Context: an optimization exercise on an open-source flow, tuned for small area, a short achievable clock period and few clock cycles per item. The choices shown serve that exercise and are no tape-out recipe.
Function was checked by simulation only, so behaviour that the tests miss may differ from the original.
Power and IR drop assume default switching activity.

## flow/design.v (module list and top-level ports; edited modules follow where they fit)
// module fp32_round_pack: 66 lines
// module fp32_mul_pipe: 1707 lines
module fp32_mul_pipe #(
  parameter logic [31:0] QNAN = fp32_pkg::QNAN
) (
  input  logic        clk,
  input  logic        rst_n,
  input  logic        in_valid,
  output logic        in_ready,
  input  logic [31:0] A,
  input  logic [31:0] B,
  output logic        out_valid,
  input  logic        out_ready,
  output logic [31:0] result,
  output logic [2:0]  flags
);
  // ...
==> flow/run.sh <==
#!/bin/bash
# synth_recipe.tcl (not shown) runs the flow's synth.tcl, then flattens the netlist and writes it again
# the make line also repeats each setting of config.mk as NAME=value (left out here)
make -C /OpenROAD-flow-scripts/flow DESIGN_CONFIG=/design/flow/config.mk WORK_HOME=/design/flow/orfs CLKGATE_MAP_FILE= SYNTH_SCRIPT=/design/flow/synth_recipe.tcl finish
==> flow/config.mk <==
export PLATFORM = sky130hd
export DESIGN_NAME = fp32_mul_pipe
export DESIGN_NICKNAME = fp32_mul_pipe
export VERILOG_FILES = /design/flow/design.v
export SDC_FILE = /design/flow/constraint.sdc
export NUM_CORES = 4
export LEC_CHECK = 0
export CAP_MARGIN = 20
export CORE_MARGIN = 2
export CORE_UTILIZATION = 55
export SETUP_SLACK_MARGIN = 2
export SLEW_MARGIN = 20
==> flow/constraint.sdc <==
create_clock -name core_clock -period 8.0 [get_ports {clk}]
set_input_delay 1.6000 -clock core_clock [delete_from_list [all_inputs] [get_ports {clk}]]
set_output_delay 1.6000 -clock core_clock [all_outputs]
set_load 0.01 [all_outputs]
==> results.txt, run 1 <==
* CTS root buf: clkbuf_16
* CP max-delay cell: fa_2
* Placed insts at 3447
* Clk Latency, worst-skew pair at 380 ps
* CTS tree: done
* Slew at the pin with the worst max-slew slack at 1070 ps
* Reg2reg end: rq[10]$_DFFE_PP_
* Drt drc at 0
* Comb pwr share at 83.8%
* IO buf count at 104
* Post-DP HPWL at 63.3 mm
* Seq/Total Area, Yosys at 9.11%
* Flop pwr share at 11.7%
* WL/cell at 25.1 microns
* Worst Hold End: out_valid$_DFFE_PN0P_
* Outcome: finished clean
* Seq power at 953 uW
* Non-filler instance count after layout at 3478
* Max Slew Vio Count at 0
* Clkbuf count at 11
* Multi-input logic area at 19100 sq um
* Clock skew at 15.2 ps
* Power density over the cells at 326 nW/um^2
* Cell area after synthesis at 23400 sq um
* Top cell by count, worst path: fa_1
* Startpoint Class: input pin
* Inverter count at 261
* Hold buffers post-CTS at 0
* Util after Layout at 59.5%
* P_leak at 9.82 nW
* Tap Count at 539
* Maximum vdd drop at 0.000798 V
* Via density at 6.77
Testbench counts, summed over its fixed seeds: cycles 8,008, items 8,000.
==> inputs of run 2 (changes only) <==
--- a/flow/config.mk
+++ b/flow/config.mk
@@ -10,3 +10,3 @@
 export CORE_UTILIZATION = 55
-export SETUP_SLACK_MARGIN = 2
+export SETUP_SLACK_MARGIN = 3
 export SLEW_MARGIN = 20
==> results.txt, run 2 <==
* Worst Setup Path Type: input pin to flop
* Via density at 7.07 (+4.5%)
* IO Count at 105
* Chip Height at 210 microns
* Setup TNS at 0 ps
* Outcome: finished clean
* Remaining global-route overflow at 0
* Post-DP HPWL at 66.4 mm (+4.8%)
* Vias in the first global route at 24400
* Clk Latency, worst-skew pair at 400 ps (+20 ps)
* Standard-cell rows at 75
* CTS H-Tree Depth at 3
* Mean Syn Cell Area at 7.59 sq um
* Num CTS Buffers at 9
* Total core area at 41900 sq um
* CTS Buffer Depth at 2
* Hold buffers post-CTS at 0 (unchanged)
* RSZ-0062 raised after global routing: yes
* Share of the synthesized area in the top cell type at 23.3%
* Multiplexer area fraction after synthesis at 0.750%
* Top reg by flops: rq
* Util after Layout at 72.2% (+13 points)
* CTS tree: done
* Drt drc at 0 (unchanged)
* Yosys warns at 2
* WL/cell at 29.0 microns (+15%)
* All-Layer GR Usage at 47.1%
* Synth top area cells: fa_1, edfxtp_1, a21oi_1
* Clock Sinks at 71
* Net Count, Synth at 3540
* F_max at 0.177 GHz
* Maximum vdd drop at 0.000403 V (-49%)
* Cell with the most instances after synthesis: a21oi_1
* Critical Path AT at 5790 ps
* Worst setup margin at 2350 ps
* Xor/xnor share of the synthesized area at 3.71%
* Final #Nets at 3610
* CTS root buf: clkbuf_16
* IO buf count at 104 (unchanged)
* P_leak at 12.1 nW (+24%)
* Cell area after synthesis at 23400 sq um (unchanged)
* Post-Syn Instances at 3076
* Final setup fails at 0
* Largest registers: rq: 54 flops, exp_q: 10 flops, cls_q: 2 flops
* Fill count at 3115
* Power density over the cells at 336 nW/um^2 (+3.1%)
* Final ANT Viol Nets at 0
* Area leader, netlist: fa_1
* Post-Synth Simple-Gate Area at 13.9%
* Max-capacitance violation count at 0
* Largest net degree at the start of global routing at 68
* Die area at 44100 sq um
* Max-Slew Margin vs Limit at 30.3%
* FF+latch count, synth at 71
* Die W at 210 microns
* Initial antenna violation count at 0
* Data required, critical path at 8140 ps
* Drt pass-1 iters at 7
* R2R Setup Slk at 6260 ps
* WL final at 107 mm
* Commonest non-fill, non-tap cell in the layout: a21oi_1
* Slew at the pin with the worst max-slew slack at 1040 ps (-31.7 ps)
* Critical Path Sink Type: flop
* Share of post-route cells with drive strength above 1 at 25.2%
* Clock slew at reported path FFs at 80 ps
* Largest family of logic cells by synthesized area: adder cells
* Starting Density at 55.7%
* Number of enable flip-flop cells after synthesis at 70
* Synthesized-area fraction occupied by adder cells at 32.0%
* Area grow syn2layout at 29.6%
* Seq/Total Area, Yosys at 9.11% (unchanged)
* Compound-Gate Fraction of Synth Area at 30.4%
* First-pass GRT wire length at 155 mm
* Crit path max fanout at 32
* Max Slew Vio Count at 0 (unchanged)
* Commonest cells post-synth: a21oi_1, clkbuf_1, nor2_1
* Max reg flops at 54
* Clock skew at 23.1 ps (+7.93 ps)
* Fin crit share at 70.6%
* Startpoint Class: input pin
* Initial DRC count at 3796
* Most frequent cells in the layout: a21oi_1, nor2_1, inv_1
* Final Hold Fails at 0
* Vias at 26100
* Tmin final at 5650 ps
* GPL Wtd Cong at 0.996
* Worst Hold Class: flop to flop
* Pre-CTS WS at 1160 ps
* Distinct cells, synth at 78
* Fraction of registers with async set/reset at 1.41%
* Ys flop type: edfxtp_1
## run 2: power breakdown
group | internal (mW) | leakage, nW | total [mW] | switching, mW
sequential | 0.807 | 0.719 | 0.945 | 0.138
clock | 0.268 | 0.147 | 0.444 | 0.176
combinational | 4.07 | 11.3 | 8.80 | 4.73
## run 2: timing repair
action,CTS,global route
pin swaps,119,105
gates resized for setup,671,222
cloned,39,8
setup endpoints to repair,78,68
buffers inserted,134,46
## run 2: final cells by class
class | count | area, sq um | area share (%)
flip-flops and latches | 71 | 2130 | 7.02
diodes | 1 | 2.50 | 0.00826
inverters | 261 | 1090 | 3.59
multi-input cells | 2388 | 20700 | 68.5
clock inverters | 6 | 75.1 | 0.248
repair inverters | 1 | 8.76 | 0.0289
clock buffers | 10 | 229 | 0.756
well taps | 539 | 674 | 2.23
repair buffers | 414 | 5330 | 17.6
## run 2: metal layers
metal | GRT usage [%] | routed length, microns
met2 | 69.8 | 44700
met3 | 14.2 | 13700
met1 | 57.0 | 36700
met4 | 37.6 | 11700
met5 | 0 | 81
## run 2: cell families (layout without fill, tap and decap cells)
logic type	Yosys count	in the layout
AO/OA/AOI/OAI	1103	1103
AND/OR/NAND/NOR	720	726
buffers and inverters	623	692
adder cells (fa/ha/maj)	443	443
XOR/XNOR	99	99
flip-flops	71	71
multiplexers	17	17
other	0	1
## run 2: through the flow
step           hold slack (ps)  power (mW)  cell area (sq um)  std cells
6_report                   690        10.2              30300       3691
5_1_grt                    719        11.0              30300       3690
4_1_cts                    687        9.16              28900       3636
3_5_place_dp               674        7.74              24600       3447
3_3_place_gp               634        7.57              24600       3447
2_1_floorplan             1300        5.84              24700       3076
## run 2: critical path, stage by stage
cell and delay (ps):
buf_8 160, buf_12 240, a21oi_1 100, a21oi_1 150, o22ai_2 110, fa_1 550
inv_1 70, fa_1 500, inv_1 50, fa_2 540, fa_1 410, inv_1 80
fa_1 420, ha_2 230, a2111oi_4 300, nand2b_1 100, o21ai_1 90, a31oi_1 50
## run 2: path summary, 6_finish.rpt
path                                  startpoint                    end  cells after the start
max                                        A[14]         ck_q$_DFFE_PP_                     18
min in group asynchronous                  rst_n  out_valid$_DFFE_PN0P_                      1
min                        out_valid$_DFFE_PN0P_  out_valid$_DFFE_PN0P_                      2
min reg2reg                out_valid$_DFFE_PN0P_  out_valid$_DFFE_PN0P_                      2
max reg2reg                out_valid$_DFFE_PN0P_        rq[8]$_DFFE_PP_                      2
max in group asynchronous                  rst_n  out_valid$_DFFE_PN0P_                      1
==> inputs of run 3 (changes only) <==
--- a/flow/config.mk
+++ b/flow/config.mk
@@ -9,4 +9,3 @@
 export CORE_MARGIN = 2
-export CORE_UTILIZATION = 55
-export SETUP_SLACK_MARGIN = 3
+export CORE_UTILIZATION = 40
 export SLEW_MARGIN = 20
==> results.txt, run 3 <==
* Setup TNS at 0 ps (unchanged)
* Slew at the pin with the worst max-slew slack at 1220 ps (+179 ps)
* Clock skew at 8.30 ps (-14.8 ps)
* CTS H-Tree Depth at 3 (unchanged)
* Largest family of logic cells by synthesized area: adder cells
* CP Buf/Inv Count at 3 (-2)
* CTS tree: done
* Via density at 6.36 (-10%)
* Total core area at 57700 sq um (+38%)
* Top reg by flops: rq
* Remaining global-route overflow at 0 (unchanged)
* Startpoint Class: input pin
* Max-Slew Margin vs Limit at 18.9% (-11 points)
* Distinct cells, synth at 78 (unchanged)
* Sw power at 4.08 mW (-19%)
* Clock Sinks at 71 (unchanged)
* Max reg flops at 54 (unchanged)
* Critical Path AT at 6920 ps (+1130 ps)
* Flop pwr share at 12.0% (+2.7 points)
* Comb pwr share at 83.3% (-3.1 points)
* Drt drc at 0 (unchanged)
* Synth top area cells: fa_1, edfxtp_1, a21oi_1
* RSZ-0062 raised after global routing: no
* Cell Int Power at 3.79 mW (-26%)
* Crit-path cells: clkdlybuf4s50_1 > buf_4 > nand2_1 > buf_4 > a211oi_1 > nor2_1 > a221oi_1 > fa_1 > fa_1 > fa_1 > ha_1 > o21ai_0 > a21oi_1 > o31ai_1 > a31oi_1
* Synthesized-area fraction occupied by adder cells at 32.0% (unchanged)
* Xor/xnor share of the synthesized area at 3.71% (unchanged)
* Non-filler instance count after layout at 3696 (+0.14%)
* Net Count, Synth at 3540 (unchanged)
* Post-DP HPWL at 68.3 mm (+2.8%)
* Fill count at 5831 (+87%)
* Util after Layout at 43.0% (-29 points)
* Reg2reg end: rq[11]$_DFFE_PP_
* Cell Area, Placed at 24600 sq um (-0.35%)
* Outcome: finished clean
* IO Count at 105 (unchanged)
* Ys flop type: edfxtp_1
* Tmin final at 6820 ps (+1170 ps)
* Hold path depth at 2 (unchanged)
* Post-Syn Instances at 3076 (unchanged)
* Critical Path Sink Type: flop
* P_leak at 9.68 nW (-20%)
* Clk Latency, worst-skew pair at 380 ps (-20 ps)
* Vias in the first global route at 22100 (-9.1%)
* Clock slew at reported path FFs at 70 ps (about the same)
* Post-route cell area at 24800 sq um (-18%)
* Delay-heaviest family, CP: adder cells
* Worst r2r src: out_valid$_DFFE_PN0P_
* Area leader, netlist: fa_1
* Final Power at 7.87 mW (-23%)
* Post-Synth Simple-Gate Area at 13.9% (unchanged)
* Top cell by count, worst path: fa_1
* Initial DRC count at 3222 (-15%)
* F_max at 0.147 GHz (-17%)
* Mean Syn Cell Area at 7.59 sq um (unchanged)
* CP max-delay cell: clkdlybuf4s50_1
* CP max stage delay at 670 ps (+120 ps)
* Initial antenna violation count at 4 (+4)
* IO buf count at 104 (unchanged)
* Worst Hold Class: flop to flop
* Share of the synthesized area in the top cell type at 23.3% (unchanged)
* Placed insts at 3677 (+6.7%)
* Vias at 23500 (-10%)
* Hold buffers post-CTS at 0 (unchanged)
* Largest net degree at the start of global routing at 78 (+15%)
* Final setup fails at 0 (unchanged)
* Compound-Gate Fraction of Synth Area at 30.4% (unchanged)
* Sw Ratio at 51.9% (+2.4 points)
* Max Slew Vio Count at 0 (unchanged)
* First-pass GRT wire length at 139 mm (-10%)
* Clk pwr share at 4.7% (+0.3 points)
* Commonest cells post-synth: a21oi_1, clkbuf_1, nor2_1
* Standard-cell rows at 88 (+17%)
* Worst hold start: out_valid$_DFFE_PN0P_
* GPL Wtd Cong at 0.994 (-0.17%)
* Drt pass-1 iters at 7 (unchanged)
* Post-cts repair resize count at 0 (-100%)
* Die area at 60300 sq um (+37%)
* Max-capacitance violation count at 0 (unchanged)
* Cell area after synthesis at 23400 sq um (unchanged)
* WL/cell at 25.1 microns (-14%)
* R2R Setup Slk at 6240 ps (-20 ps)
* Fin crit share at 85.2% (+15 points)
* Worst setup margin at 1180 ps (-1170 ps)
* Largest registers: rq: 54 flops, exp_q: 10 flops, cls_q: 2 flops
* Seq/Total Area, Yosys at 9.11% (unchanged)
* Starting Density at 40.5% (-15 points)
* Yosys warns at 2 (unchanged)
* Power density over the cells at 317 nW/um^2 (-5.7%)
* Number of enable flip-flop cells after synthesis at 70 (unchanged)
* CTS Buffer Depth at 2 (unchanged)
* FF+latch count, synth at 71 (unchanged)
* CTS root buf: clkbuf_16
* Hold_ws at 763 ps (+72.1 ps)
* Fraction of registers with async set/reset at 1.41% (unchanged)
* Num CTS Buffers at 9 (unchanged)
* Final #Nets at 3387 (-6.2%)
* Data required, critical path at 8100 ps (-40 ps)
* Chip Height at 246 microns (+17%)
* Crit path max fanout at 42 (+31%)
* Commonest non-fill, non-tap cell in the layout: a21oi_1
* All-Layer GR Usage at 30.3% (-17 points)
* Die W at 246 microns (+17%)
* Maximum vdd drop at 0.000293 V (-27%)
* Pre-CTS WS at 882 ps (-282 ps)
* Share of post-route cells with drive strength above 1 at 5.81% (-19 points)
* WL final at 92.6 mm (-13%)
* Final ANT Viol Nets at 0 (unchanged)
* Worst Hold End: out_valid$_DFFE_PN0P_
* Cell with the most instances after synthesis: a21oi_1
* Path depth of the worst reg2reg path at 2 (unchanged)
* Multiplexer area fraction after synthesis at 0.750% (unchanged)
* Area grow syn2layout at 6.25%
* Final Hold Fails at 0 (unchanged)
* Worst Setup Path Type: input pin to flop
* Most frequent cells in the layout: a21oi_1, nor2_1, fa_1
* Post-CTS setup buffer count at 0 (-100%)
run 3: cell counts after synthesis:
No cell type changed its count.
run 3: cells by family after synthesis:
family,count (synthesis)
muxes,17
AOI/OAI and AO/OA,1103
DFF,71
buffers and inverters,623
xor gates and xnor gates,99
and+or+nand+nor,720
adders and majority gates,443
run 3: worst max-delay path by stage:
stage                      to             from  slack, ps  cells past startpoint
2_1_floorplan  ck_q$_DFFE_PP_             B[4]       1250                     18
3_3_place_gp   ck_q$_DFFE_PP_            B[10]        880                     18
3_5_place_dp   ck_q$_DFFE_PP_            B[10]        880                     18
4_1_cts             result[4]  rq[1]$_DFFE_PP_       1230                     11
5_1_grt        ck_q$_DFFE_PP_            B[10]        930                     19
6_report       ck_q$_DFFE_PP_            B[10]       1180                     15
run 3: cell type report:
cell class | count | area, sq um | share of cell area, %
multi-input combinational | 2382 | 18900 | 76.1
inverter | 261 | 980 | 3.95
clock inverter | 4 | 25.0 | 0.101
timing repair buffer | 198 | 1590 | 6.41
tap | 765 | 957 | 3.86
antenna | 5 | 12.5 | 0.0504
sequential | 71 | 2130 | 8.57
clock buffer | 10 | 229 | 0.923
run 3: worst reg2reg max path, delay by kind of cell, from the launching register on:
family	cells	cell delay (ps)
flip-flops	1	400
buffers and inverters	1	630
AND/OR/NAND/NOR	1	270
run 3: power groups by stage:
stage	combinational [mW]	sequential, mW	clock (mW)
2_1_floorplan	4.64	0.908	0
3_3_place_gp	6.39	0.950	0
3_5_place_dp	6.53	0.954	0
4_1_cts	6.58	0.947	0.386
5_1_grt	7.47	0.972	0.400
6_report	6.56	0.946	0.371
run 3: per-layer routing:
metal / vias to the layer above / share of wire, % / track usage, % / wire length [microns]
met5: - / 0.014 / 0 / 13
met4: 2 / 6.4 / 17.9 / 5950
met3: 250 / 8.6 / 4.27 / 8000
met2: 1251 / 45 / 48.1 / 41800
met1: 11400 / 40 / 39.4 / 36800
li1: 10600 / - / - / -

-- port drivers added, routing unchanged --
In the flow no input, the clock included, has a driving cell. The finished layouts below were timed again as built, in two steps.
Step 1 assumes that a clkbuf_16 drives the clock port and a buf_2 every other input.
Step 2, shift: input delay + t, output delay - t, t = (earliest + latest rising clock arrival at the registers) / 2. This alone moves slack from input paths to output paths.
a / b / c = ideal ports / drivers / drivers and shift; a / b = the first two.
run	t, ns	slack for setup (ns)	hold slack, ns
run 1	0.428	1.841 / 1.845 / 1.417	0.768 / 0.768 / 0.768
run 2	0.450	2.354 / 2.151 / 1.702	0.690 / 0.690 / 0.690
run 3	0.432	1.183 / 1.194 / 0.762	0.763 / 0.763 / 0.763
After both steps setup and hold are still met in every run listed. For run 2, which loses most, drivers alone change the setup slack by -0.203 ns; drivers and shift together by -0.652 ns.
